Background: an optimization exercise with open tools, aiming at small area. Do not read the settings as production practice.
In this exercise RTL edits were held to simulation tests only and were not proved equivalent to the original.
Power is estimated from default activity; no workload was simulated. The flow treats the clock pin as an ideal source, which a real chip does not have.

==> design/flow/design.v <==
module tile_pixel_encoder #(
    parameter int TILE_W = 20,
    parameter int TILE_H = 20,
    parameter int DEPTH  = TILE_W * TILE_H,
    parameter int ADDR_W = 9,
    parameter int IDX_W  = 4
) (
    input  logic              Clk,
    input  logic              Reset,
    input  logic              start,
    input  logic              pix_valid,
    input  logic [23:0]       pix_color,
    output logic              pix_ready,
    input  logic [ADDR_W-1:0] read_address,
    output logic [IDX_W-1:0]  output_index,
    output logic              busy,
    output logic              done,
    output logic              err,
    output logic [ADDR_W-1:0] err_addr
);
    typedef enum logic [1:0] {ST_IDLE, ST_LOAD, ST_DONE} state_t;
    localparam int                NUM_PAL = 9;
    localparam int                NWORDS  = DEPTH / 4;
    localparam int                NGRP3   = 32;   
    localparam int                NGRP2   = 2;    
    localparam int                NGRP    = NGRP3 + NGRP2;
    localparam logic [ADDR_W-1:0] LAST    = ADDR_W'(DEPTH - 1);
    localparam logic [24*NUM_PAL-1:0] PAL = {
        24'hE33F00, 24'h756C5F, 24'hAB3A00, 24'hE6570C, 24'hFFC89C,
        24'hFFFFEF, 24'h0A0000, 24'h888173, 24'h800080
    };
    function automatic logic [12:0] enc(input logic [3:0] d0, input logic [3:0] d1,
                                        input logic [3:0] d2, input logic [3:0] d3);
        logic [3:0] m;
        logic [2:0] sl [0:2];
        logic [2:0] t;
        logic [2:0] dk [0:2];
        logic       multi;
        logic [1:0] s;
        logic [1:0] u;    
        m = {d3[3], d2[3], d1[3], d0[3]};
        dk[0] = d0[2:0]; dk[1] = d1[2:0]; dk[2] = d2[2:0];
        multi = (m[0] && m[1]) || (m[0] && m[2]) || (m[0] && m[3]) || (m[1] && m[2]) || (m[1] && m[3]) || (m[2] && m[3]);
        s = m[0] ? 2'd0 : m[1] ? 2'd1 : 2'd2;
        if (!multi) begin
            t = m[0] ? 3'd0 : m[1] ? 3'd1 : m[2] ? 3'd2 : 3'd3;
            u = s;
        end else begin
            t = {1'b1, 1'b0, 1'b0} | {1'b0, s};
            u = (m[0] && m[1]) ? 2'd1 : 2'd2;
        end
        for (int k = 0; k < 3; k++) begin
            if (!m[k])                    sl[k] = dk[k];
            else if (multi && s == 2'(k)) sl[k] = m[3:1];
            else if (u == 2'(k))          sl[k] = d3[2:0];
            else                          sl[k] = 3'd0;
        end
        if (m == 4'b0000) enc = {1'b0, d3[2:0], d2[2:0], d1[2:0], d0[2:0]};
        else              enc = {1'b1, t, sl[2], sl[1], sl[0]};
    endfunction
    function automatic logic [3:0] dec(input logic [12:0] w, input logic [1:0] p);
        logic [2:0] sl [0:3];
        logic [3:0] mask;
        logic [1:0] s;
        logic [1:0] u;
        sl[0] = w[2:0]; sl[1] = w[5:3]; sl[2] = w[8:6]; sl[3] = w[11:9];
        s = w[10:9];
        if (!w[12]) begin
            mask = 4'b0000;
            u = 2'd3;
        end else if (!w[11]) begin
            mask = 4'b0001 << s;
            u = s;
        end else begin
            mask = {sl[s], s == 2'd0};
            u = (mask[0] && mask[1]) ? 2'd1 : 2'd2;
        end
        if (mask[p])      dec = 4'd8;
        else if (p == 3)  dec = {1'b0, sl[u]};
        else              dec = {1'b0, sl[p]};
    endfunction
    state_t            r_state;
    logic [ADDR_W-1:0] r_addr;
    logic [IDX_W-1:0]  r_out;       
    logic [12:0]       r_ring [0:NWORDS-1];    
    logic [2:0]        r_ph;        
    logic [IDX_W-1:0]  r_stage [0:2];
    logic [12:0]       r_pend [0:1];    
    logic [1:0]        r_pvalid;
    logic              w_xfer;
    logic [IDX_W-1:0]  w_idx;
    assign w_xfer       = (r_state == ST_LOAD) && pix_valid;
    assign pix_ready    = (r_state == ST_LOAD);
    assign busy         = (r_state == ST_LOAD);
    assign done         = (r_state == ST_DONE);
    assign output_index = r_out;
    logic              w_miss;
    logic              r_err;
    logic [ADDR_W-1:0] r_err_addr;
    always_comb begin
        w_idx  = '0;
        w_miss = 1'b1;
        for (int i = NUM_PAL - 1; i >= 0; i--) begin
            if (pix_color == PAL[24*i +: 24]) begin
                w_idx  = IDX_W'(i);
                w_miss = 1'b0;
            end
        end
    end
    always_ff @(posedge Clk) begin
        if (Reset) begin
            r_err      <= 1'b0;
            r_err_addr <= '0;
        end else if ((r_state != ST_LOAD) && start) begin
            r_err      <= 1'b0;
            r_err_addr <= '0;
        end else if (w_xfer && w_miss && !r_err) begin
            r_err      <= 1'b1;
            r_err_addr <= r_addr;
        end
    end
    assign err      = r_err;
    assign err_addr = r_err_addr;
    always_ff @(posedge Clk) begin
        if (Reset) begin
            r_state <= ST_IDLE;
            r_addr  <= '0;
        end else begin
            case (r_state)
                ST_IDLE, ST_DONE: begin
                    if (start) begin
                        r_state <= ST_LOAD;
                        r_addr  <= '0;
                    end
                end
                ST_LOAD: begin
                    if (w_xfer) begin
                        if (r_addr == LAST) begin
                            r_state <= ST_DONE;
                            r_addr  <= '0;
                        end else begin
                            r_addr <= r_addr + ADDR_W'(1);
                        end
                    end
                end
                default: begin
                    r_state <= ST_IDLE;
                    r_addr  <= '0;
                end
            endcase
        end
    end
    logic       w_last;        
    logic [6:0] w_m1, w_m2;    
    logic [6:0] w_pw [0:1];    
    logic [1:0] w_due;         
    logic [12:0] w_wdata;
    logic [6:0]  w_wword;
    assign w_last = w_xfer && (r_addr[1:0] == 2'd3);
    assign w_m1   = (r_addr[ADDR_W-1:2] == 7'd0) ? 7'd99 : r_addr[ADDR_W-1:2] - 7'd1;
    assign w_m2   = (r_addr[ADDR_W-1:2] == 7'd0) ? 7'd98 :
                    (r_addr[ADDR_W-1:2] == 7'd1) ? 7'd99 : r_addr[ADDR_W-1:2] - 7'd2;
    assign w_pw[0] = w_m1[0] ? w_m2 : w_m1;
    assign w_pw[1] = w_m1[0] ? w_m1 : w_m2;
    function automatic logic due(input logic [6:0] w, input logic [2:0] ph);
        if (w[6:3] == 4'd12) due = (2'(ph[1:0] + w[1:0] + 2'd1) == 2'd0);
        else                 due = (3'(ph + w[2:0] + 3'd1) == 3'd0);
    endfunction
    assign w_due[0] = r_pvalid[0] && due(w_pw[0], r_ph);
    assign w_due[1] = r_pvalid[1] && due(w_pw[1], r_ph);
    assign w_wdata  = w_due[1] ? r_pend[1] : r_pend[0];
    assign w_wword  = w_due[1] ? w_pw[1] : w_pw[0];
    always_ff @(posedge Clk) begin
        if (!Reset && w_xfer && !w_last)
            r_stage[r_addr[1:0]] <= w_idx;
    end
    for (genvar b = 0; b < 2; b++) begin : g_pend
        always_ff @(posedge Clk) begin
            if (!Reset && w_last && (r_addr[2] == 1'(b)))
                r_pend[b] <= enc(r_stage[0], r_stage[1], r_stage[2], w_idx);
        end
        always_ff @(posedge Clk) begin
            if (Reset)                                 r_pvalid[b] <= 1'b0;
            else if (w_last && (r_addr[2] == 1'(b)))   r_pvalid[b] <= 1'b1;
            else if (w_due[b])                         r_pvalid[b] <= 1'b0;
        end
    end
    always_ff @(posedge Clk) begin
        if (Reset) r_ph <= 3'd0;
        else       r_ph <= r_ph + 3'd1;
    end
    for (genvar r = 0; r < 13; r++) begin : g_ring
        localparam int L = (r < 12) ? 8 : 4;
        logic        w_we;
        logic [12:0] w_d0;
        assign w_we = (w_due != 2'b00) && (w_wword[6:3] == 4'(r));
        tpe_port u_port (.we(w_we), .keep(!w_we), .wdata(w_wdata), .q(r_ring[8*r+L-1]), .d(w_d0));
        always_ff @(posedge Clk) begin
            r_ring[8*r] <= w_d0;
            for (int k = 1; k < L; k++)
                r_ring[8*r+k] <= r_ring[8*r+k-1];
        end
    end
    logic [NWORDS-1:0] w_rsel;
    logic [13*NGRP-1:0] w_grp_n;
    logic [12:0]       w_rword;
    logic [2:0] w_rslot;
    logic       w_c0, w_c1, w_x1, w_x2;
    tpe_xor u_s0 (.a(read_address[2]), .b(r_ph[0]), .y(w_rslot[0]));
    tpe_and u_c0 (.a(read_address[2]), .b(r_ph[0]), .y(w_c0));
    tpe_xor u_x1 (.a(read_address[3]), .b(r_ph[1]), .y(w_x1));
    tpe_xor u_s1 (.a(w_x1), .b(w_c0), .y(w_rslot[1]));
    tpe_maj u_c1 (.a(read_address[3]), .b(r_ph[1]), .c(w_c0), .y(w_c1));
    tpe_xor u_x2 (.a(read_address[4]), .b(r_ph[2]), .y(w_x2));
    tpe_xor u_s2 (.a(w_x2), .b(w_c1), .y(w_rslot[2]));
    tpe_rd_decode u_rdec (.ring(read_address[ADDR_W-1:5]), .b4(read_address[4]), .slot(w_rslot), .sel(w_rsel));
    for (genvar g = 0; g < NGRP3; g++) begin : g_grp3
        tpe_aoi3 u_aoi (
            .a(r_ring[3*g]), .b(r_ring[3*g+1]), .c(r_ring[3*g+2]),
            .sa(w_rsel[3*g]), .sb(w_rsel[3*g+1]), .sc(w_rsel[3*g+2]),
            .y_n(w_grp_n[13*g +: 13])
        );
    end
    for (genvar g = 0; g < NGRP2; g++) begin : g_grp2
        tpe_aoi2 u_aoi (
            .a(r_ring[3*NGRP3+2*g]), .b(r_ring[3*NGRP3+2*g+1]),
            .sa(w_rsel[3*NGRP3+2*g]), .sb(w_rsel[3*NGRP3+2*g+1]),
            .y_n(w_grp_n[13*(NGRP3+g) +: 13])
        );
    end
    tpe_nand_tree #(.N(NGRP)) u_tree (.x_n(w_grp_n), .y(w_rword));
    logic        w_hit;
    logic [3:0]  w_sidx;
    logic [12:0] w_sword;
    assign w_hit  = (read_address[ADDR_W-1:2] == r_addr[ADDR_W-1:2]) && (read_address[1:0] < r_addr[1:0]);
    logic [1:0]  w_phit;
    assign w_phit[0] = r_pvalid[0] && (read_address[ADDR_W-1:2] == w_pw[0]);
    assign w_phit[1] = r_pvalid[1] && (read_address[ADDR_W-1:2] == w_pw[1]);
    assign w_sidx = r_stage[read_address[1:0]];
    always_comb begin
        w_sword = {w_sidx[3], 9'b0, w_sidx[2:0]};
    end
    logic [12:0] r_rword;
    logic [1:0]  r_rpos;
    always_ff @(posedge Clk) begin
        if (Reset)      r_rword <= '0;
        else if (w_hit) r_rword <= w_sword;
        else if (w_phit[0]) r_rword <= r_pend[0];
        else if (w_phit[1]) r_rword <= r_pend[1];
        else            r_rword <= w_rword;
    end
    always_ff @(posedge Clk) begin
        r_rpos <= w_hit ? 2'd0 : read_address[1:0];
    end
    assign r_out = dec(r_rword, r_rpos);
endmodule
module tpe_rd_decode (
    input  logic [3:0]  ring,
    input  logic        b4,
    input  logic [2:0]  slot,
    output logic [99:0] sel
);
    always_comb begin
        for (int r = 0; r < 12; r++)
            for (int k = 0; k < 8; k++)
                sel[8*r+k] = (ring == 4'(r)) && (slot == 3'(k));
        for (int k = 0; k < 4; k++)
            sel[96+k] = (ring == 4'd12) && !b4 && (slot[1:0] == 2'(k));
    end
endmodule
module tpe_aoi3 (
    input  logic [12:0] a,
    input  logic [12:0] b,
    input  logic [12:0] c,
    input  logic        sa,
    input  logic        sb,
    input  logic        sc,
    output logic [12:0] y_n
);
    assign y_n = ~(({13{sa}} & a) | ({13{sb}} & b) | ({13{sc}} & c));
endmodule
module tpe_aoi2 (
    input  logic [12:0] a,
    input  logic [12:0] b,
    input  logic        sa,
    input  logic        sb,
    output logic [12:0] y_n
);
    assign y_n = ~(({13{sa}} & a) | ({13{sb}} & b));
endmodule
module tpe_nand_tree #(
    parameter int N = 34
) (
    input  logic [13*N-1:0] x_n,
    output logic [12:0] y
);
    logic [13*9-1:0] l1;    
    logic [13*3-1:0] l2;    
    for (genvar j = 0; j < 8; j++) begin : g_l1
        tpe_nand4w u_n (.a(x_n[13*(4*j) +: 13]), .b(x_n[13*(4*j+1) +: 13]),
                        .c(x_n[13*(4*j+2) +: 13]), .d(x_n[13*(4*j+3) +: 13]), .y(l1[13*j +: 13]));
    end
    tpe_nand2w u_n8 (.a(x_n[13*32 +: 13]), .b(x_n[13*33 +: 13]), .y(l1[13*8 +: 13]));
    for (genvar j = 0; j < 3; j++) begin : g_l2
        tpe_or3w u_o (.a(l1[13*(3*j) +: 13]), .b(l1[13*(3*j+1) +: 13]), .c(l1[13*(3*j+2) +: 13]),
                      .y(l2[13*j +: 13]));
    end
    tpe_or3w u_l3 (.a(l2[0 +: 13]), .b(l2[13 +: 13]), .c(l2[26 +: 13]), .y(y));
endmodule
module tpe_nand4w (
    input  logic [12:0] a,
    input  logic [12:0] b,
    input  logic [12:0] c,
    input  logic [12:0] d,
    output logic [12:0] y
);
    assign y = ~(a & b & c & d);
endmodule
module tpe_nand2w (
    input  logic [12:0] a,
    input  logic [12:0] b,
    output logic [12:0] y
);
    assign y = ~(a & b);
endmodule
module tpe_or3w (
    input  logic [12:0] a,
    input  logic [12:0] b,
    input  logic [12:0] c,
    output logic [12:0] y
);
    assign y = a | b | c;
endmodule
module tpe_port (
    input  logic        we,
    input  logic        keep,
    input  logic [12:0] wdata,
    input  logic [12:0] q,
    output logic [12:0] d
);
    assign d = ({13{we}} & wdata) | ({13{keep}} & q);
endmodule
module tpe_xor (
    input  logic a,
    input  logic b,
    output logic y
);
    assign y = a ^ b;
endmodule
module tpe_and (
    input  logic a,
    input  logic b,
    output logic y
);
    assign y = a & b;
endmodule
module tpe_maj (
    input  logic a,
    input  logic b,
    input  logic c,
    output logic y
);
    assign y = (a & b) | (a & c) | (b & c);
endmodule
==> design/flow/flow/run.sh <==
#!/bin/bash
# Standard layout, with plain buffers on the ports and no dummy clock loads.
set -euo pipefail
export BUFFER_PORTS_ARGS="-buffer_cell sky130_fd_sc_hd__buf_1"
export CTS_ARGS="-sink_clustering_enable -repair_clock_nets -dont_use_dummy_load -sink_clustering_size 28 -sink_clustering_max_diameter 80 -buf_list sky130_fd_sc_hd__clkbuf_16"
bash standard.sh > standard.log 2>&1
==> design/flow/standard.sh <==
#!/bin/bash
# synth_recipe.tcl (not shown) runs the flow's synth.tcl, then flattens the netlist and writes it again
# the make line also repeats each setting of config.mk as NAME=value (left out here)
make -C /OpenROAD-flow-scripts/flow DESIGN_CONFIG=/design/flow/config.mk WORK_HOME=/design/flow/orfs CLKGATE_MAP_FILE= SYNTH_SCRIPT=/design/flow/synth_recipe.tcl "${@:-finish}"
==> design/flow/config.mk <==
export PLATFORM = sky130hd
export DESIGN_NAME = tile_pixel_encoder
export DESIGN_NICKNAME = tile_pixel_encoder
export VERILOG_FILES = /design/flow/design.v
export SDC_FILE = /design/flow/constraint.sdc
export NUM_CORES = 4
export LEC_CHECK = 0
export CAP_MARGIN = 20
export CORE_MARGIN = 2
export CORE_UTILIZATION = 70
export CTS_BUF_LIST = sky130_fd_sc_hd__clkbuf_16
export CTS_CLUSTER_DIAMETER = 80
export CTS_CLUSTER_SIZE = 28
export SETUP_SLACK_MARGIN = 0.1
export SLEW_MARGIN = 20
export SYNTH_HIERARCHICAL = 1
export SYNTH_MINIMUM_KEEP_SIZE = 0
==> design/flow/constraint.sdc <==
create_clock -name core_clock -period 5.0 [get_ports {Clk}]
set_input_delay 1.0000 -clock core_clock [delete_from_list [all_inputs] [get_ports {Clk}]]
set_output_delay 1.0000 -clock core_clock [all_outputs]
set_load 0.01 [all_outputs]
==> results of run 1 <==
## through the flow
stage | setup TNS [ns] | hold slack [ns] | utilization [%] | cell area (sq um)
2_1_floorplan | 0 | 0.3298 | - | 40930
3_3_place_gp | -0.1649 | 0.3321 | 71.12 | 41030
3_5_place_dp | -0.5407 | 0.3346 | 71.18 | 41070
4_1_cts | 0 | 0.3162 | 73.61 | 42470
5_1_grt | 0 | 0.3270 | 73.70 | 42520
6_report | 0 | 0.3245 | 73.72 | 42530
## worst reg2reg max path: stages, from the launching register on
cell      delay (ns)
dfxtp_1         0.55
clkinv_1        0.15
ha_1            0.35
nor3b_1         0.21
or4b_2          0.70
ha_1            0.22
inv_1           0.07
a21oi_1         0.08
xnor2_1         0.14
xnor2_1         0.14
nor2b_1         0.23
nand3_1         0.14
mux2_4          0.34
or4_1           0.89
a22o_1          0.37
## registers in the layout, summed over array words and instances (netlist names)
register	count
r_pend	26
r_rword	13
r_state	2
r_rpos	2
r_pvalid	2
r_addr	9
r_ph	3
r_err_addr	9
r_stage	16
r_ring	1300
r_err	1
## cell families (layout without fill, tap and decap cells)
kind of cell / count (synthesis) / count (layout) / share of synthesized area, %
flops: 1383 / 1383 / 68.70
compound gates: 757 / 757 / 16.88
simple gates: 559 / 559 / 7.599
buf+inv: 218 / 203 / 4.052
mux: 49 / 49 / 1.407
xor+xnor: 35 / 35 / 0.7493
fa+ha+maj: 20 / 20 / 0.6086
other cells: 1 / 9 / 0.009166
## path summary, 6_finish.rpt
path,startpoint,endpoint,slack [ns]
worst max-delay path,read_address[2],r_rword[4],0.32
worst min-delay path,r_ring[58][2],r_ring[59][2],0.32
worst max register to register,r_addr[2],r_ring[8][5],0.33
worst min register to register,r_ring[58][2],r_ring[59][2],0.32
## layout by cell type, fill, tap and decap left out, types with 7 or more instances in the layout
cell type,Yosys,final
nor4_1,12,8
ha_1,19,19
o21ai_0,24,21
clkbuf_16,0,56
nand3_1,35,35
and2_1,9,9
xnor2_1,14,14
nor3_1,11,11
nand2b_1,7,7
mux2_2,20,20
a22o_2,39,39
edfxtp_1,42,42
nand2_1,55,55
a211oi_1,16,16
and3_1,8,8
a22o_1,134,134
or3_1,58,58
or2_2,8,8
dfxtp_1,1341,1341
o211ai_1,7,7
inv_1,35,35
a21oi_1,35,34
a222oi_1,416,416
nor2_1,141,121
a22oi_1,31,31
buf_4,2,57
buf_1,2,53
nor2_2,40,60
nand4_1,116,116
xor2_1,21,21
mux2i_1,23,23
## power by group through the flow
stage          Combinational [uW]  Sequential (uW)  Clock (uW)
4_1_cts                       311            11100        5170
3_5_place_dp                  309            11300           0
2_1_floorplan                 192            11300           0
6_report                      325            11100        5130
5_1_grt                       342            11100        5510
3_3_place_gp                  300            11300           0
## Yosys stat by module (local to each module, per instance), a selection
module	times used	flip-flops and latches	cells	area (sq um)
tile_pixel_encoder	1	1383	1961	31860
tpe_and	1	0	1	6.256
tpe_aoi2	2	0	15	120.1
tpe_aoi3	32	0	16	157.7
tpe_maj	1	0	1	11.26
tpe_nand2w	1	0	13	48.80
tpe_nand4w	8	0	13	81.33
tpe_or3w	4	0	13	81.33
tpe_port	13	0	15	140.1
tpe_rd_decode	1	0	148	857.1
tpe_xor	5	0	1	8.758
## timing repair
item                                    in CTS  in global routing
endpoints found under the setup margin       0                 30
hold buffers                                 0                  0
resized for setup                            0                  2
buffers inserted                             0                  1
## layer usage
metal / vias up / GRT usage, % / share of wire (%)
li1: 11800 / - / -
met1: 13510 / 49.06 / 40
met2: 1611 / 57.77 / 46
met3: 254 / 5.893 / 10
met4: 6 / 13.98 / 4.2
met5: - / 0 / 0.035
## area by class of cell
class	count	share of cell area (%)
antenna	4	0.02353
timing repair buffer	111	1.521
sequential	1383	66.08
inverter	36	0.3177
multi-input combinational	1425	26.51
tap	765	2.250
clock buffer	56	3.295
==> notes.md, run 1 <==
Via count - 27180
Net switching power - 3366 uW
Clock Skews - 0.05876 ns
Comb pwr share - 2.0%
Clock latency (worst-skew pair) - 0.67 ns
Max cap viols - 0
Via density - 7.190
Seq cells post-synth - 1383
Crit end category - flop
CP max-delay cell - nor2_1
Levels on crit path - 13
PortBufs - 53
Full die area - 60400 sq um
RSZ-0062 raised after global routing - no
Buf/Inv on CP - 2
Reg area - 28110 sq um
Core area - 57700 sq um
Syn-to-layout area delta - 3.957%
Chip Width - 245.8 microns
Flop pwr share - 67.0%
Max Fanout on Critical Path - 13
Pre-CTS setup slack - -0.2216 ns
Post-Syn Area - 40910 sq um
Slew @ Worst Pin - 1.210 ns
Post-layout power - 16540 uW
P_int - 13170 uW
Count leader, synth - dfxtp_1
Max Fclk - 213.9 MHz
Post-synth EDFFs - 42
DP Cell Count - 3717
Max VDD drop - 0.0004197 V
DP Wirelength - 73940 microns
Share of cells above drive strength 1 - 9.299%
Filler cells - 3812
Hold path cells - 0
Drt first-iter violations - 4519
H-tree Lvls - 2
Slew Limit Fails - 0
Critical path cell sequence - buf_1 -> and2_1 -> maj3_2 -> xor2_1 -> or3b_1 -> buf_4 -> nor2_1 -> a222oi_1 -> nand4_1 -> or3_1 -> or3_1 -> mux2i_1 -> a211oi_1
Multi-input logic area - 11280 sq um
Cell mode on critical path - or3_1
Synth async-reset ratio - 0%
Placer Congestion - 0.9253
Cell count after synthesis - 3022
Total gr overflow - 0
Final setup viols - 0
Final ANT Viol Nets - 0
Slew headroom - 19.03%
Crit start category - primary input
Initial antenna violation count - 8
Sequential area share after synthesis - 68.70%
Hold Violations, Final - 0
First-pass GRT wire length - 165500 microns
Synthesis Warnings - 24
Pwr Density - 388.8 nW/um^2
Clk buf depth - 3
Leakage - 0.01574 uW
CP max stage delay - 0.81 ns
Cell depth of the worst flop-to-flop path - 14
Vias in the first global route - 26720
Synth top cells by count - 1341 x dfxtp_1, 416 x a222oi_1, 141 x nor2_1
CTS tree - yes
Routed WL - 109900 microns
Largest net degree at the start of global routing - 29
Synth area leaders - dfxtp_1 66%, a222oi_1 10%, edfxtp_1 3.1%, a22o_1 2.9%, buf_6 2.8%
CTS buffer count - 56
Worst EP arrival - 5.20 ns
Drt drc - 0
Status - complete, no violations
Clock power frac - 31.0%
DR WL/cell - 29.07 microns
Clock Sinks - 1383
FP Rows - 88
Root Buffer - clkbuf_16
Fin cells - 3780
Final min period - 4.676 ns
Main synth FF type - dfxtp_1
Synth unique cells - 87
IO Pins - 54
Yosys top cell by area - dfxtp_1
Setup slack after layout - 0.3243 ns
First drt pass iteration count - 9
Gr usage total - 35.95%
Critical Path RT - 5.52 ns
HP Class - flop to flop
Yosys top cell area share - 65.61%
Final Cycle Share - 93.51%
Initial Util - 70.91%
Syn_area_per_cell - 13.54 sq um
Layout Nets - 3069
Die height - 245.8 microns
Worst path top cell family by delay - simple AND/OR/NAND/NOR gates
Worst-path clk slew - 0.11 ns
Setup CP Type - primary input to flop
Switching Share - 20.35%
==> run 2, diff against run 1 <==
==> design/flow/flow/run.sh (replaced) <==
#!/bin/bash
# Standard layout, with plain buffers on the ports and no dummy clock loads.
set -euo pipefail
export BUFFER_PORTS_ARGS="-buffer_cell sky130_fd_sc_hd__buf_1"
export CTS_ARGS="-sink_clustering_enable -repair_clock_nets -dont_use_dummy_load -sink_clustering_size 32 -sink_clustering_max_diameter 90 -buf_list sky130_fd_sc_hd__clkbuf_16"
bash standard.sh > standard.log 2>&1
--- a/design/flow/config.mk
+++ b/design/flow/config.mk
@@ -11,4 +11,4 @@
 export CTS_BUF_LIST = sky130_fd_sc_hd__clkbuf_16
-export CTS_CLUSTER_DIAMETER = 80
-export CTS_CLUSTER_SIZE = 28
+export CTS_CLUSTER_DIAMETER = 90
+export CTS_CLUSTER_SIZE = 32
 export SETUP_SLACK_MARGIN = 0.1
==> notes.md, run 2 <==
Setup slack after layout - 0.2982 ns (was 0.3243 ns)
Final ANT Viol Nets - 0 (unchanged)
Synth area leaders - dfxtp_1 66%, a222oi_1 10%, edfxtp_1 3.1%, a22o_1 2.9%, buf_6 2.8% (unchanged)
Via count - 27060 (was 27180)
Worst-path clk slew - 0.11 ns (about the same)
Clock Skews - 0.04150 ns (was 0.05876 ns)
Layout Utilization - 73.41% (was 73.72%)
RSZ-0062 raised after global routing - no (unchanged)
Buf/Inv on CP - 2 (unchanged)
Largest register FFs - 1300 (unchanged)
Routed WL - 109600 microns (was 109900 microns)
Setup TNS Final - 0 ns (unchanged)
Leakage - 0.01565 uW (was 0.01574 uW)
Final Cycle Share - 94.04% (was 93.51%)
DP Wirelength - 73940 microns (unchanged)
CTS tree - yes (unchanged)
Critical path cell sequence - buf_1 -> and2_1 -> maj3_2 -> xor2_1 -> or3b_1 -> buf_4 -> nor2_1 -> a222oi_1 -> nand4_1 -> or3_1 -> or3_1 -> mux2i_1 -> a211oi_1 (unchanged)
Yosys top cell by area - dfxtp_1 (unchanged)
Share of cells above drive strength 1 - 9.091% (was 9.299%)
Seq cells post-synth - 1383 (unchanged)
Final min period - 4.702 ns (was 4.676 ns)
Placer Congestion - 0.9253 (unchanged)
Chip Width - 245.8 microns (unchanged)
Synth unique cells - 87 (unchanged)
Root Buffer - clkbuf_16 (unchanged)
Cell depth of the worst flop-to-flop path - 14 (unchanged)
Syn_area_per_cell - 13.54 sq um (unchanged)
Sequential area share after synthesis - 68.70% (unchanged)
Worst r2r src - r_addr[2] (unchanged)
Post-synth EDFFs - 42 (unchanged)
Max Fclk - 212.7 MHz (was 213.9 MHz)
R2r setup slk - 0.33 ns (about the same)
HP Class - flop to flop (unchanged)
Syn-to-layout area delta - 3.517% (was 3.957%)
Synthesis Warnings - 24 (unchanged)
Clock Sinks - 1383 (unchanged)
IO Pins - 54 (unchanged)
Levels on crit path - 13 (unchanged)
CP max-delay cell - nor2_1 (unchanged)
Slew headroom - 19.54% (was 19.03%)
Crit start category - primary input (unchanged)
First drt pass iteration count - 14 (was 9)
Synth top cells by count - 1341 x dfxtp_1, 416 x a222oi_1, 141 x nor2_1 (unchanged)
CTS Hold Bufs - 0 (unchanged)
Yosys top cell area share - 65.61% (unchanged)
Vias in the first global route - 26660 (was 26720)
CTS buffer count - 49 (was 56)
Status - complete, no violations (unchanged)
WHS - 0.3237 ns (was 0.3245 ns)
Clk buf depth - 3 (unchanged)
Slew Limit Fails - 0 (unchanged)
H-tree Lvls - 2 (unchanged)
Most frequent cells in the layout - 1341 x dfxtp_1, 416 x a222oi_1, 134 x a22o_1 (unchanged)
Hold Path Sink - r_ring[59][3] (was r_ring[59][2])
Reg2reg end - r_ring[8][5] (unchanged)
Hold path cells - 0 (unchanged)
First-pass GRT wire length - 165100 microns (was 165500 microns)
Crit end category - flop (unchanged)
Initial Util - 70.91% (unchanged)
CP max stage delay - 0.83 ns (was 0.81 ns)
Main synth FF type - dfxtp_1 (unchanged)
Cell count after synthesis - 3022 (unchanged)
Synth async-reset ratio - 0% (unchanged)
PortBufs - 53 (unchanged)
Final setup viols - 0 (unchanged)
Biggest register - r_ring (unchanged)
Pre-CTS setup slack - -0.2216 ns (unchanged)
Pwr Density - 383.2 nW/um^2 (was 388.8 nW/um^2)
Max VDD drop - 0.0004035 V (was 0.0004197 V)
Gr usage total - 35.82% (was 35.95%)
Via density - 7.174 (was 7.190)
Max cap viols - 0 (unchanged)
Initial antenna violation count - 10 (was 8)
DR WL/cell - 29.05 microns (was 29.07 microns)
Die height - 245.8 microns (unchanged)
Hold Crit Start - r_ring[58][3] (was r_ring[58][2])
Max Fanout on Critical Path - 13 (unchanged)
Worst EP arrival - 5.23 ns (was 5.20 ns)
Core area - 57700 sq um (unchanged)
Drt drc - 0 (unchanged)
Layout Nets - 3061 (was 3069)
Largest net degree at the start of global routing - 33 (was 29)
Total gr overflow - 0 (unchanged)
Slew @ Worst Pin - 1.202 ns (was 1.210 ns)
Setup CP Type - primary input to flop (unchanged)
Worst path top cell family by delay - simple AND/OR/NAND/NOR gates (unchanged)
Post-Syn Area - 40910 sq um (unchanged)
Drt first-iter violations - 4372 (was 4519)
FP Rows - 88 (unchanged)
Critical Path RT - 5.53 ns (was 5.52 ns)
Full die area - 60400 sq um (unchanged)
Count leader, synth - dfxtp_1 (unchanged)
Commonest non-fill, non-tap cell in the layout - dfxtp_1 (unchanged)
Hold Violations, Final - 0 (unchanged)
Cell mode on critical path - or3_1 (unchanged)
Clock latency (worst-skew pair) - 0.65 ns (was 0.67 ns)
-- run 2: cell families (layout without fill, tap and decap cells) --
kind of cell / after synthesis / count (layout) / synth area share (%)
buf+inv: 218 / 195 / 4.052
compound gates: 757 / 757 / 16.88
fa+ha+maj: 20 / 20 / 0.6086
flops: 1383 / 1383 / 68.70
xor+xnor: 35 / 35 / 0.7493
other cells: 1 / 9 / 0.009166
mux: 49 / 49 / 1.407
simple gates: 559 / 559 / 7.599
-- run 2: repair_timing --
action                                  in CTS  in global routing
buffers inserted                             0                  1
endpoints found under the setup margin       0                 15
gates resized for setup                      0                  1
-- run 2: per-module statistics from Yosys (local to each module, per instance), excerpt --
module              cell area (sq um)  cells  copies in the design  flops+latches
tpe_or3w                        81.33     13                     4              0
tpe_aoi3                        157.7     16                    32              0
tpe_maj                         11.26      1                     1              0
tpe_nand2w                      48.80     13                     1              0
tpe_xor                         8.758      1                     5              0
tpe_and                         6.256      1                     1              0
tpe_rd_decode                   857.1    148                     1              0
tpe_aoi2                        120.1     15                     2              0
tile_pixel_encoder              31860   1961                     1           1383
tpe_port                        140.1     15                    13              0
tpe_nand4w                      81.33     13                     8              0
-- run 2: worst max path at each step --
stage                          startpoint  slack (ns)            end
after floorplan           read_address[2]        0.80     r_rword[1]
after global placement    read_address[2]       -0.12     r_rword[4]
after detailed placement  read_address[2]       -0.22     r_rword[4]
after CTS                       r_addr[5]        0.26  r_ring[72][0]
after global routing            r_addr[2]        0.13   r_ring[8][5]
final                     read_address[2]        0.30     r_rword[4]
-- run 2: layer usage --
layer | wire (microns) | vias to the layer above | track usage (%)
li1 | - | 11780 | -
met1 | 43880 | 13460 | 48.69
met2 | 49990 | 1556 | 56.88
met3 | 10750 | 257 | 6.592
met4 | 4878 | 12 | 14.65
met5 | 81 | - | 0
-- run 2: stage by stage --
step                      total power [uW]  cell area, sq um  cells
after floorplan                      11520             40930   3026
after global placement               11630             41030   3716
after detailed placement             11640             41070   3717
after CTS                            16240             42290   3766
after global routing                 16650             42350   3769
final                                16230             42350   3772
-- run 2: layout make-up --
type	count	area, sq um
diodes	4	10.01
clock buffers	49	1226
fillers	3849	15340
inverters	36	135.1
multi-input cells	1425	11280
flip-flops and latches	1383	28110
well taps	765	957.2
repair buffers	110	639.4
-- run 2: power by group --
part	switching, uW	internal (uW)
Combinational	228	97.1
Clock	3050	1780
Sequential	12.0	11100
Total	3290	12900
==> run 3, diff against run 2 <==
--- a/design/flow/config.mk
+++ b/design/flow/config.mk
@@ -7,3 +7,3 @@
 export LEC_CHECK = 0
-export CAP_MARGIN = 20
+export CAP_MARGIN = 0
 export CORE_MARGIN = 2
@@ -14,3 +14,3 @@
 export SETUP_SLACK_MARGIN = 0.1
-export SLEW_MARGIN = 20
+export SLEW_MARGIN = 0
 export SYNTH_HIERARCHICAL = 1
==> notes.md, run 3 <==
Status - complete, no violations (unchanged)
Die height - 245.8 microns (unchanged)
Full die area - 60400 sq um (unchanged)
DP Wirelength - 73860 microns (was 73940 microns)
Via count - 27000 (was 27060)
Layout Nets - 3059 (was 3061)
Max Fanout on Critical Path - 13 (unchanged)
DR WL/cell - 28.92 microns (was 29.05 microns)
Yosys top cell area share - 65.61% (unchanged)
Clock latency (worst-skew pair) - 0.65 ns (about the same)
First-pass GRT wire length - 164600 microns (was 165100 microns)
Total gr overflow - 0 (unchanged)
IO Pins - 54 (unchanged)
Final setup viols - 0 (unchanged)
Max Fclk - 212.7 MHz (about the same)
Pwr Density - 384.2 nW/um^2 (was 383.2 nW/um^2)
Fin cells - 3769 (was 3772)
Syn_area_per_cell - 13.54 sq um (unchanged)
Max cap viols - 0 (unchanged)
Worst EP arrival - 5.24 ns (was 5.23 ns)
Clock Sinks - 1383 (unchanged)
PortBufs - 53 (unchanged)
Setup TNS Final - 0 ns (unchanged)
Placer Congestion - 0.9253 (unchanged)
Cell count after synthesis - 3022 (unchanged)
Sequential area share after synthesis - 68.70% (unchanged)
Gr usage total - 35.72% (was 35.82%)
Syn-to-layout area delta - 3.352% (was 3.517%)
Core area - 57700 sq um (unchanged)
Largest register FFs - 1300 (unchanged)
HP Class - flop to flop (unchanged)
Initial Util - 70.91% (unchanged)
Final ANT Viol Nets - 0 (unchanged)
First drt pass iteration count - 10 (was 14)
Biggest register - r_ring (unchanged)
Hold Crit Start - r_ring[48][12] (was r_ring[58][3])
Setup CP Type - primary input to flop (unchanged)
DP Area - 41030 sq um (was 41070 sq um)
Post-layout power - 16240 uW (was 16230 uW)
FP Rows - 88 (unchanged)
Synth unique cells - 87 (unchanged)
Clk buf depth - 3 (unchanged)
Critical Path RT - 5.53 ns (about the same)
Worst-path clk slew - 0.12 ns (was 0.11 ns)
Root Buffer - clkbuf_16 (unchanged)
Crit start category - primary input (unchanged)
Max VDD drop - 0.0004426 V (was 0.0004035 V)
Worst r2r src - r_addr[2] (unchanged)
Leakage - 0.01564 uW (was 0.01565 uW)
Vias in the first global route - 26490 (was 26660)
DP Cell Count - 3716 (was 3717)
H-tree Lvls - 2 (unchanged)
Hold Path Sink - r_ring[49][12] (was r_ring[59][3])
Count leader, synth - dfxtp_1 (unchanged)
Final min period - 4.701 ns (was 4.702 ns)
Share of cells above drive strength 1 - 8.364% (was 9.091%)
CTS tree - yes (unchanged)
Post-Syn Area - 40910 sq um (unchanged)
Initial antenna violation count - 2 (was 10)
CTS buffer count - 49 (unchanged)
Seq cells post-synth - 1383 (unchanged)
Final Cycle Share - 94.02% (was 94.04%)
Slew headroom - 6.119% (was 19.54%)
Reg2reg end - r_ring[8][5] (unchanged)
Largest net degree at the start of global routing - 33 (unchanged)
Hold path cells - 0 (unchanged)
Synth area leaders - dfxtp_1 66%, a222oi_1 10%, edfxtp_1 3.1%, a22o_1 2.9%, buf_6 2.8% (unchanged)
Routed WL - 109000 microns (was 109600 microns)
Most frequent cells in the layout - 1341 x dfxtp_1, 416 x a222oi_1, 140 x nor2_1 (was 1341 x dfxtp_1, 416 x a222oi_1, 134 x a22o_1)
Drt drc - 0 (unchanged)
Slew Limit Fails - 0 (unchanged)
Synthesis Warnings - 24 (unchanged)
Main synth FF type - dfxtp_1 (unchanged)
Yosys top cell by area - dfxtp_1 (unchanged)
R2r setup slk - 0.37 ns (was 0.33 ns)
Design area - 42290 sq um (was 42350 sq um)
Commonest non-fill, non-tap cell in the layout - dfxtp_1 (unchanged)
Clock Skews - 0.05281 ns (was 0.04150 ns)
Slew @ Worst Pin - 1.403 ns (was 1.202 ns)
Crit end category - flop (unchanged)
Chip Width - 245.8 microns (unchanged)
Post-synth EDFFs - 42 (unchanged)
Synth async-reset ratio - 0% (unchanged)
WHS - 0.3267 ns (was 0.3237 ns)
Cell depth of the worst flop-to-flop path - 14 (unchanged)
Synth top cells by count - 1341 x dfxtp_1, 416 x a222oi_1, 141 x nor2_1 (unchanged)
Hold Violations, Final - 0 (unchanged)
Via density - 7.162 (was 7.174)
Drt first-iter violations - 4605 (was 4372)
RSZ-0062 raised after global routing - no (unchanged)
==> run 3: cells by family (layout without fill, tap and decap cells) <==
group	count (synthesis)	after routing	synth area share [%]
AOI/OAI and AO/OA	757	757	16.88
xor gates and xnor gates	35	35	0.7493
adders and majority gates	20	20	0.6086
buffers and inverters	218	193	4.052
DFF	1383	1383	68.70
muxes	49	49	1.407
other	1	8	0.009166
and+or+nand+nor	559	559	7.599
==> run 3: cell type report <==
type	instances	area [sq um]
flip-flops and latches	1383	28110
fillers	3804	15410
multi-input cells	1425	11230
clock buffers	49	1226
well taps	765	957.2
repair buffers	108	624.3
inverters	36	135.1
diodes	3	7.507
==> run 3: critical path, cell delays in order <==
cell,delay [ns]
buf_1,0.23
xor2_1,0.20
xor2_1,0.58
buf_4,0.28
nand3b_1,0.11
buf_4,0.21
nor2_1,0.99
a222oi_1,0.31
nand4_1,0.20
or3_1,0.37
or3_1,0.32
mux2i_1,0.13
a211oi_1,0.27
==> run 3: metal layers <==
metal	global-route usage (%)	vias to the layer above	routed length [microns]
li1	-	11770	-
met1	49.47	13440	44340
met2	56.51	1558	49640
met3	6.079	227	10680
met4	13.69	0	4337
met5	0	-	0
==> run 3: how the worst max path moves through the flow <==
stage / startpoint / endpoint / slack (ns) / cells past startpoint
6_report: read_address[3] / r_rword[4] / 0.30 / 13
5_1_grt: r_addr[2] / r_ring[8][2] / 0.15 / 14
3_3_place_gp: read_address[2] / r_rword[4] / -0.12 / 13
3_5_place_dp: read_address[2] / r_rword[4] / -0.16 / 13
2_1_floorplan: read_address[2] / r_rword[1] / 0.80 / 14
4_1_cts: r_addr[2] / r_ring[64][12] / 0.26 / 14
==> run 3: report_power, final <==
part           total, uW  internal [uW]  leakage, uW  switching, uW
registers          11100          11100       0.0112           12.0
logic                319           96.1      0.00383            223
clock network       4840           1780     0.000604           3070
==> run 3: stage by stage <==
stage	worst slack (ns)	utilization, %
finish	0.2989	73.29
global route	0.1452	73.28
CTS	0.2650	73.24
detailed placement	-0.1571	71.12
global placement	-0.1165	71.12
floorplan	0.8036	-
==> run 3: modules after synthesis, one instance, submodules excluded, excerpt <==
| module | cell area (sq um) | cells inside | copies in the design |
|---|---|---|---|
| tpe_maj | 11.26 | 1 | 1 |
| tpe_or3w | 81.33 | 13 | 4 |
| tpe_rd_decode | 857.1 | 148 | 1 |
| tpe_nand2w | 48.80 | 13 | 1 |
| tpe_aoi2 | 120.1 | 15 | 2 |
| tile_pixel_encoder | 31860 | 1961 | 1 |
| tpe_aoi3 | 157.7 | 16 | 32 |
==> run 3: repair_timing <==
action                     CTS  global route
setup endpoints to repair    0            46
hold buffers                 0             0
gates resized for setup      0             4
buffers inserted             0             1
hold endpoints to repair     0             0
==> run 4, diff against run 3 <==
--- a/design/flow/design.v
+++ b/design/flow/design.v
@@ -23,5 +23,4 @@
     localparam int                NWORDS  = DEPTH / 4;
-    localparam int                NGRP3   = 32;   
-    localparam int                NGRP2   = 2;    
-    localparam int                NGRP    = NGRP3 + NGRP2;
+    localparam int                NGRP3   = 33;   
+    localparam int                NGRP    = NGRP3 + 1;    
     localparam logic [ADDR_W-1:0] LAST    = ADDR_W'(DEPTH - 1);
@@ -223,9 +222,3 @@
     end
-    for (genvar g = 0; g < NGRP2; g++) begin : g_grp2
-        tpe_aoi2 u_aoi (
-            .a(r_ring[3*NGRP3+2*g]), .b(r_ring[3*NGRP3+2*g+1]),
-            .sa(w_rsel[3*NGRP3+2*g]), .sb(w_rsel[3*NGRP3+2*g+1]),
-            .y_n(w_grp_n[13*(NGRP3+g) +: 13])
-        );
-    end
+    tpe_nand1 u_last (.a(r_ring[3*NGRP3]), .sa(w_rsel[3*NGRP3]), .y_n(w_grp_n[13*NGRP3 +: 13]));
     tpe_nand_tree #(.N(NGRP)) u_tree (.x_n(w_grp_n), .y(w_rword));
@@ -281,10 +274,8 @@
 endmodule
-module tpe_aoi2 (
+module tpe_nand1 (
     input  logic [12:0] a,
-    input  logic [12:0] b,
     input  logic        sa,
-    input  logic        sb,
     output logic [12:0] y_n
 );
-    assign y_n = ~(({13{sa}} & a) | ({13{sb}} & b));
+    assign y_n = ~({13{sa}} & a);
 endmodule
@@ -340,3 +331,14 @@
 );
-    assign d = ({13{we}} & wdata) | ({13{keep}} & q);
+    for (genvar i = 0; i < 13; i++) begin : g_bit
+        tpe_ao22 u_b (.we(we), .keep(keep), .wdata(wdata[i]), .q(q[i]), .d(d[i]));
+    end
+endmodule
+module tpe_ao22 (
+    input  logic we,
+    input  logic keep,
+    input  logic wdata,
+    input  logic q,
+    output logic d
+);
+    assign d = (we & wdata) | (keep & q);
 endmodule
--- a/design/flow/config.mk
+++ b/design/flow/config.mk
@@ -9,3 +9,3 @@
 export CORE_MARGIN = 2
-export CORE_UTILIZATION = 70
+export CORE_UTILIZATION = 73
 export CTS_BUF_LIST = sky130_fd_sc_hd__clkbuf_16
==> notes.md, run 4 <==
DP Wirelength - 78060 microns (was 73860 microns)
Reg area - 28110 sq um (unchanged)
Pre-CTS setup slack - 0.03289 ns (was -0.1571 ns)
Initial antenna violation count - 4 (was 2)
Post-cts resize count - 0 (unchanged)
Critical Path RT - 5.52 ns (was 5.53 ns)
Crit end category - flop (unchanged)
Layout Utilization - 77.43% (was 73.29%)
FP Rows - 86 (was 88)
Mux cell area share after synthesis - 1.563% (was 1.407%)
Post-synth EDFFs - 42 (unchanged)
Clk buf depth - 3 (unchanged)
Synth top cells by count - 1341 x dfxtp_1, 429 x a222oi_1, 172 x a22o_1 (was 1341 x dfxtp_1, 416 x a222oi_1, 141 x nor2_1)
Slew Limit Fails - 0 (unchanged)
Share of cells above drive strength 1 - 7.992% (was 8.364%)
Seq cells post-synth - 1383 (unchanged)
HP Class - flop to flop (unchanged)
Worst-path clk slew - 0.11 ns (was 0.12 ns)
Main synth FF type - dfxtp_1 (unchanged)
Yosys top cell area share - 66.26% (was 65.61%)
CTS Hold Bufs - 0 (unchanged)
Max Fclk - 218.0 MHz (was 212.7 MHz)
Xor and xnor area share after synthesis - 0.7999% (was 0.7492%)
Synth Area in Adders - 0.6146% (was 0.6086%)
Chip Width - 239.6 microns (was 245.8 microns)
Pwr Density - 383.4 nW/um^2 (was 384.2 nW/um^2)
Core area - 54990 sq um (was 57700 sq um)
IO Pins - 54 (unchanged)
Critical path cell sequence - inv_1 -> ha_1 -> nor3b_1 -> nor4b_1 -> inv_1 -> ha_1 -> inv_1 -> a21oi_1 -> xnor2_1 -> xnor2_1 -> o31a_1 -> o21ai_2 -> nand3_1 -> a22o_1 (was buf_1 -> xor2_1 -> xor2_1 -> buf_4 -> nand3b_1 -> buf_4 -> nor2_1 -> a222oi_1 -> nand4_1 -> or3_1 -> or3_1 -> mux2i_1 -> a211oi_1)
Clock power frac - 29.8% (about the same)
Root Buffer - clkbuf_16 (unchanged)
Cell count after synthesis - 2975 (was 3022)
Max Fanout on Critical Path - 13 (unchanged)
Status - complete, no violations (unchanged)
Buf/Inv on CP - 3 (unchanged)
Clock latency (worst-skew pair) - 0.66 ns (was 0.65 ns)
Yosys top cell by area - dfxtp_1 (unchanged)
Post-Syn Area - 40510 sq um (was 40910 sq um)
RSZ-0062 raised after global routing - no (unchanged)
Synthesis Warnings - 24 (unchanged)
CP max-delay cell - o21ai_2 (was nor2_1)
Final Cycle Share - 91.74% (was 94.02%)
Clock Sinks - 1383 (unchanged)
H-tree Lvls - 2 (unchanged)
Full die area - 57400 sq um (was 60400 sq um)
Most frequent cells in the layout - 1341 x dfxtp_1, 429 x a222oi_1, 172 x a22o_1 (was 1341 x dfxtp_1, 416 x a222oi_1, 140 x nor2_1)
Max cap viols - 0 (unchanged)
Count leader, synth - dfxtp_1 (unchanged)
PortBufs - 53 (unchanged)
Synth area leaders - dfxtp_1 66%, a222oi_1 11%, a22o_1 3.7%, edfxtp_1 3.1%, buf_6 2.1% (was dfxtp_1 66%, a222oi_1 10%, edfxtp_1 3.1%, a22o_1 2.9%, buf_6 2.8%)
Synth unique cells - 80 (was 87)
Worst path top cell family by delay - compound AO/OA/AOI/OAI gates (was simple AND/OR/NAND/NOR gates)
Multi-input logic area - 11120 sq um (was 11230 sq um)
Post-Synth Simple-Gate Area - 7.480% (was 7.599%)
CTS tree - yes (unchanged)
GR Util met3 - 5.878% (was 6.079%)
Compound-Gate Fraction of Synth Area - 16.89% (was 16.88%)
Setup CP Type - flop to flop (was primary input to flop)
Via density - 7.328 (was 7.162)
Final ANT Viol Nets - 0 (unchanged)
Setup slack after layout - 0.4132 ns (was 0.2989 ns)
Crit start category - flop (was primary input)
Placer Congestion - 0.9279 (was 0.9253)
Filler cells - 3467 (was 3804)
Max VDD drop - 0.0003883 V (was 0.0004426 V)
P_int - 12970 uW (was 12940 uW)
Setup Fix Bufs, Post-CTS - 0 (unchanged)
Total gr overflow - 0 (unchanged)
Leakage - 0.01581 uW (was 0.01564 uW)
Drt first-iter violations - 4976 (was 4605)
Final min period - 4.587 ns (was 4.701 ns)
Met1 usage - 53.22% (was 49.47%)
Syn_area_per_cell - 13.62 sq um (was 13.54 sq um)
Biggest register - r_ring (unchanged)
Largest register FFs - 1300 (unchanged)
Net switching power - 3354 uW (was 3300 uW)
Slew @ Worst Pin - 1.374 ns (was 1.403 ns)
Most used routing layer - met2 (unchanged)
Fin cells - 3780 (was 3769)
Gr usage total - 39.42% (was 35.72%)
DR WL/cell - 30.39 microns (was 28.92 microns)
Vias in the first global route - 27010 (was 26490)
Routed WL - 114900 microns (was 109000 microns)
Final setup viols - 0 (unchanged)
Post-layout power - 16320 uW (was 16240 uW)
Largest net degree at the start of global routing - 33 (unchanged)
Commonest non-fill, non-tap cell in the layout - dfxtp_1 (unchanged)
Syn-to-layout area delta - 5.087% (was 3.352%)
Comb pwr share - 2.2% (was 2.0%)
First-pass GRT wire length - 169700 microns (was 164600 microns)
Die height - 239.6 microns (was 245.8 microns)
Drt drc - 0 (unchanged)
DP Cell Count - 3727 (was 3716)
Via count - 27700 (was 27000)
Switching Share - 20.55% (was 20.32%)
Initial Util - 73.68% (was 70.91%)
Sequential area share after synthesis - 69.38% (was 68.70%)
Slew headroom - 8.095% (was 6.119%)
CP max stage delay - 0.64 ns (was 0.99 ns)
Setup TNS Final - 0 ns (unchanged)
Hold Violations, Final - 0 (unchanged)
Cell mode on critical path - inv_1
CTS buffer count - 49 (unchanged)
Largest family of logic cells by synthesized area - compound AO/OA/AOI/OAI gates (unchanged)
First drt pass iteration count - 9 (was 10)
Synth async-reset ratio - 0% (unchanged)
Flop pwr share - 68.0% (was 68.2%)
Clock Skews - 0.08191 ns (was 0.05281 ns)
Met2 usage - 61.47% (was 56.51%)
Layout Nets - 3086 (was 3059)
Worst EP arrival - 5.10 ns (was 5.24 ns)
run 4: cell types whose count changed after synthesis, moves of 13 or more:
cell,change
a222oi_1,+13
a22o_2,-39
nor2_1,-22
a22oi_1,-28
a22o_1,+38
buf_6,-28
run 4: logic make-up (layout without fill, tap and decap cells):
| kind of cell | after synthesis | after routing |
|---|---|---|
| AOI/OAI and AO/OA | 753 | 753 |
| xor gates and xnor gates | 37 | 37 |
| adders and majority gates | 20 | 20 |
| buffers and inverters | 185 | 234 |
| DFF | 1383 | 1383 |
| muxes | 53 | 53 |
| other | 1 | 9 |
| and+or+nand+nor | 543 | 543 |
run 4: area by class of cell:
cell class / instances / area share, %
Multi-Input combinational cell: 1411 / 26.11
Tap cell: 748 / 2.198
Clock buffer: 49 / 2.880
Timing Repair Buffer: 152 / 2.477
Antenna cell: 4 / 0.02351
Inverter: 33 / 0.2909
Sequential cell: 1383 / 66.02
run 4: worst paths after layout:
check                                    from        endpoint  slack (ns)  cells after the start
worst min-delay path            r_ring[65][8]   r_ring[66][8]        0.27                      0
worst max-delay path                r_addr[2]  r_ring[32][11]        0.41                     14
worst max register to register      r_addr[2]  r_ring[32][11]        0.41                     14
worst min register to register  r_ring[65][8]   r_ring[66][8]        0.27                      0
run 4: modules after synthesis (local to each module, per instance), a selection:
module	cells inside	times used	cell area [sq um]
tile_pixel_encoder	1940	1	31830
tpe_rd_decode	148	1	857.1
tpe_aoi3	16	33	157.7
tpe_nand4w	13	8	81.33
tpe_or3w	13	4	81.33
tpe_nand1	14	1	60.06
tpe_nand2w	13	1	48.80
tpe_maj	1	1	11.26
tpe_ao22	1	169	8.758
tpe_xor	1	5	8.758
tpe_and	1	1	6.256
run 4: routing by layer:
layer  share of wire (%)  vias to the layer above  routed length [microns]
li1                    -                    11820                        -
met1                  39                    13660                    44690
met2                  45                     1874                    51720
met3                 9.9                      347                    11400
met4                 6.2                        0                     7067
met5                   0                        -                        0
run 4: through the flow:
step	area [sq um]	hold WS, ns
after floorplan	40530	0.3298
after global placement	41340	0.3326
after detailed placement	41340	0.3351
after CTS	42560	0.2702
after global routing	42560	0.2713
final	42570	0.2675
run 4: power groups by stage:
stage                     clock, uW  sequential, uW  combinational [uW]
after floorplan                   0           11300                 197
after global placement            0           11300                 343
after detailed placement          0           11300                 353
after CTS                      4860           11100                 354
after global routing           5230           11100                 383
final                          4860           11100                 366
==> run 5, diff against run 4 <==
--- a/design/flow/config.mk
+++ b/design/flow/config.mk
@@ -9,3 +9,3 @@
 export CORE_MARGIN = 2
-export CORE_UTILIZATION = 73
+export CORE_UTILIZATION = 70
 export CTS_BUF_LIST = sky130_fd_sc_hd__clkbuf_16
==> notes.md, run 5 <==
Root Buffer - clkbuf_16 (unchanged)
Synthesis Warnings - 24 (unchanged)
Setup CP Type - primary input to flop (was flop to flop)
CTS buffer count - 50 (was 49)
Fin cells - 3789 (was 3780)
Pwr Density - 384.2 nW/um^2 (was 383.4 nW/um^2)
CTS tree - yes (unchanged)
Leakage - 0.01578 uW (was 0.01581 uW)
Reg2reg end - r_rword[0] (was r_ring[32][11])
Worst r2r src - r_ph[0] (was r_addr[2])
Mux cell area share after synthesis - 1.563% (unchanged)
Synth area leaders - dfxtp_1 66%, a222oi_1 11%, a22o_1 3.7%, edfxtp_1 3.1%, buf_6 2.1% (unchanged)
Die height - 244.6 microns (was 239.6 microns)
Count leader, synth - dfxtp_1 (unchanged)
Largest net degree at the start of global routing - 33 (unchanged)
Critical Path RT - 5.56 ns (was 5.52 ns)
Seq cells post-synth - 1383 (unchanged)
Clock latency (worst-skew pair) - 0.67 ns (was 0.66 ns)
Post-synth EDFFs - 42 (unchanged)
Max VDD drop - 0.0004128 V (was 0.0003883 V)
Chip Width - 244.6 microns (was 239.6 microns)
CTS Hold Bufs - 0 (unchanged)
Syn-to-layout area delta - 4.917% (was 5.087%)
Synth Area in Adders - 0.6146% (unchanged)
Vias in the first global route - 26930 (was 27010)
Clock Skews - 0.08288 ns (was 0.08191 ns)
Synth async-reset ratio - 0% (unchanged)
Biggest register - r_ring (unchanged)
Most frequent cells in the layout - 1341 x dfxtp_1, 429 x a222oi_1, 172 x a22o_1 (unchanged)
Yosys top cell by area - dfxtp_1 (unchanged)
Synth top cells by count - 1341 x dfxtp_1, 429 x a222oi_1, 172 x a22o_1 (unchanged)
Commonest non-fill, non-tap cell in the layout - dfxtp_1 (unchanged)
Crit end category - flop (unchanged)
DP Wirelength - 76220 microns (was 78060 microns)
Pre-CTS setup slack - -0.1484 ns (was 0.03289 ns)
R2r setup slk - 0.50 ns (was 0.41 ns)
Initial antenna violation count - 4 (unchanged)
H-tree Lvls - 2 (unchanged)
Worst-path clk slew - 0.11 ns (about the same)
Hold path cells - 0 (unchanged)
Placer Congestion - 0.9353 (was 0.9279)
Share of cells above drive strength 1 - 7.840% (was 7.992%)
Max cap viols - 0 (unchanged)
Compound-Gate Fraction of Synth Area - 16.89% (unchanged)
FP Rows - 88 (was 86)
Synth unique cells - 80 (unchanged)
IO Pins - 54 (unchanged)
Hold Violations, Final - 0 (unchanged)
Clock Sinks - 1383 (unchanged)
Max Fanout on Critical Path - 8 (was 13)
Worst EP arrival - 5.22 ns (was 5.10 ns)
Post-Synth Simple-Gate Area - 7.480% (unchanged)
Via count - 27630 (was 27700)
Slew Limit Fails - 0 (unchanged)
DR WL/cell - 30.23 microns (was 30.39 microns)
Gr usage total - 37.38% (was 39.42%)
Largest family of logic cells by synthesized area - compound AO/OA/AOI/OAI gates (unchanged)
Hold Path Sink - r_ring[71][8] (was r_ring[66][8])
Layout Nets - 3081 (was 3086)
Filler cells - 3841 (was 3467)
Cell count after synthesis - 2975 (unchanged)
Setup slack after layout - 0.3356 ns (was 0.4132 ns)
Final setup viols - 0 (unchanged)
Post-Syn Area - 40510 sq um (unchanged)
Yosys top cell area share - 66.26% (unchanged)
Syn_area_per_cell - 13.62 sq um (unchanged)
Cell depth of the worst flop-to-flop path - 12 (was 14)
DP Area - 41250 sq um (was 41340 sq um)
First drt pass iteration count - 11 (was 9)
Xor and xnor area share after synthesis - 0.7999% (unchanged)
HP Class - flop to flop (unchanged)
DP Cell Count - 3738 (was 3727)
Setup Fix Bufs, Post-CTS - 0 (unchanged)
Slew headroom - 7.116% (was 8.095%)
Final Cycle Share - 93.29% (was 91.74%)
Main synth FF type - dfxtp_1 (unchanged)
Post-layout power - 16330 uW (was 16320 uW)
Drt drc - 0 (unchanged)
Routed WL - 114500 microns (was 114900 microns)
Core area - 57480 sq um (was 54990 sq um)
Slew @ Worst Pin - 1.388 ns (was 1.374 ns)
Final ANT Viol Nets - 0 (unchanged)
Final min period - 4.664 ns (was 4.587 ns)
Status - complete, no violations (unchanged)
Largest register FFs - 1300 (unchanged)
Post-cts resize count - 0 (unchanged)
Drt first-iter violations - 4805 (was 4976)
Sequential area share after synthesis - 69.38% (unchanged)
Via density - 7.293 (was 7.328)
Total gr overflow - 0 (unchanged)
Design area - 42510 sq um (was 42570 sq um)
Layout Utilization - 73.96% (was 77.43%)
Crit start category - primary input (was flop)
Hold Crit Start - r_ring[70][8] (was r_ring[65][8])
Max Fclk - 214.4 MHz (was 218.0 MHz)
Full die area - 59820 sq um (was 57400 sq um)
Initial Util - 70.49% (was 73.68%)
PortBufs - 53 (unchanged)
Clk buf depth - 3 (unchanged)
First-pass GRT wire length - 169500 microns (was 169700 microns)
RSZ-0062 raised after global routing - no (unchanged)
==> run 5: cell counts after synthesis <==
Identical to the previous run, type by type.
==> run 5: kinds of logic (layout without fill, tap and decap cells) <==
| group | after synthesis | count (layout) |
|---|---|---|
| mux | 53 | 53 |
| fa+ha+maj | 20 | 20 |
| other cells | 1 | 6 |
| xor+xnor | 37 | 37 |
| compound gates | 753 | 753 |
| simple gates | 543 | 543 |
| buf+inv | 185 | 229 |
| flops | 1383 | 1383 |
==> run 5: worst max-delay path by stage <==
stage	slack, ns	start	end
after global placement	-0.04	read_address[2]	r_rword[7]
after detailed placement	-0.15	read_address[2]	r_rword[0]
final	0.34	read_address[2]	r_rword[0]
after floorplan	1.04	read_address[2]	r_rword[2]
after CTS	0.53	read_address[2]	r_rword[0]
after global routing	0.25	r_addr[3]	r_ring[0][9]
==> run 5: metrics by stage <==
step / setup TNS (ns) / hold slack, ns
2_1_floorplan: 0 / 0.3298
3_3_place_gp: -0.1017 / 0.3321
3_5_place_dp: -0.3882 / 0.3347
4_1_cts: 0 / 0.2946
5_1_grt: 0 / 0.3008
6_report: 0 / 0.2919
==> run 5: cell type report <==
| cell class | instances | area (sq um) | area share, % |
|---|---|---|---|
| repair buffers | 146 | 947.2 | 2.228 |
| diodes | 1 | 2.502 | 0.005887 |
| inverters | 33 | 123.9 | 0.2914 |
| well taps | 765 | 957.2 | 2.252 |
| flip-flops and latches | 1383 | 28110 | 66.13 |
| multi-input cells | 1411 | 11120 | 26.15 |
| clock buffers | 50 | 1251 | 2.944 |
==> run 5: layer usage <==
metal | routed length (microns) | track usage [%] | vias to the layer above
li1 | - | - | 11800
met1 | 45290 | 51.40 | 13660
met2 | 50080 | 56.52 | 1888
met3 | 13080 | 7.978 | 285
met4 | 6062 | 18.35 | 2
met5 | 13 | 0 | -
==> run 5: where the power goes <==
group	switching, uW	leakage [uW]	internal [uW]
clock	3080	0.000616	1810
sequential	14.9	0.0112	11100
combinational	242	0.00395	107
==> run 5: per-module statistics from Yosys (local to each module, per instance), a selection <==
module	area, sq um	cells inside	copies in the design
tpe_nand4w	81.33	13	8
tpe_or3w	81.33	13	4
tpe_nand1	60.06	14	1
tpe_maj	11.26	1	1
tile_pixel_encoder	31830	1940	1
tpe_ao22	8.758	1	169
tpe_nand2w	48.80	13	1
tpe_rd_decode	857.1	148	1
tpe_and	6.256	1	1
tpe_xor	8.758	1	5
tpe_aoi3	157.7	16	33
==> run 5: worst max-delay path: stages <==
cell      delay (ns)
buf_1           0.11
and2_1          0.20
maj3_2          0.31
xor2_1          0.50
or3b_1          0.64
buf_4           0.28
nor2_1          0.86
a222oi_1        0.29
nand4_1         0.21
or3_1           0.27
or3_1           0.22
mux2i_1         0.10
o221ai_1        0.22

-- static timing again, ports no longer ideal --
The flow's constraints put no driver on any port. The routed layouts listed below were extracted and timed again, unchanged, in two steps.
Step 1: set_driving_cell puts a clkbuf_16 on Clk and a buf_2 on each other input, an assumption about the parent block.
Step 2 adds t to the input delays and takes it off the output delays; t is the mean of the earliest and latest rising clock arrival at the registers after step 1. Input paths then give back, and output paths get back, about the clock's delay inside the block.
Slacks: no drivers / after step 1 / after step 2; pairs: no drivers / after step 1.
| run | shift t [ns] | setup WS [ns] | worst data-port slew with drivers (ns) |
|---|---|---|---|
| run 1 | 0.705 | 0.324 / 0.334 / -0.339 | 0.04 |
| run 2 | 0.689 | 0.298 / 0.331 / -0.348 | 0.04 |
| run 3 | 0.687 | 0.299 / 0.332 / -0.355 | 0.04 |
| run 4 | 0.686 | 0.413 / 0.413 / -0.229 | 0.05 |
| run 5 | 0.693 | 0.336 / 0.372 / -0.321 | 0.04 |
Met with ideal ports but missed after step 2: setup timing in every run listed. The setup slack of run 1, which loses most, moves by +0.010 ns with the drivers and by -0.663 ns with both steps.
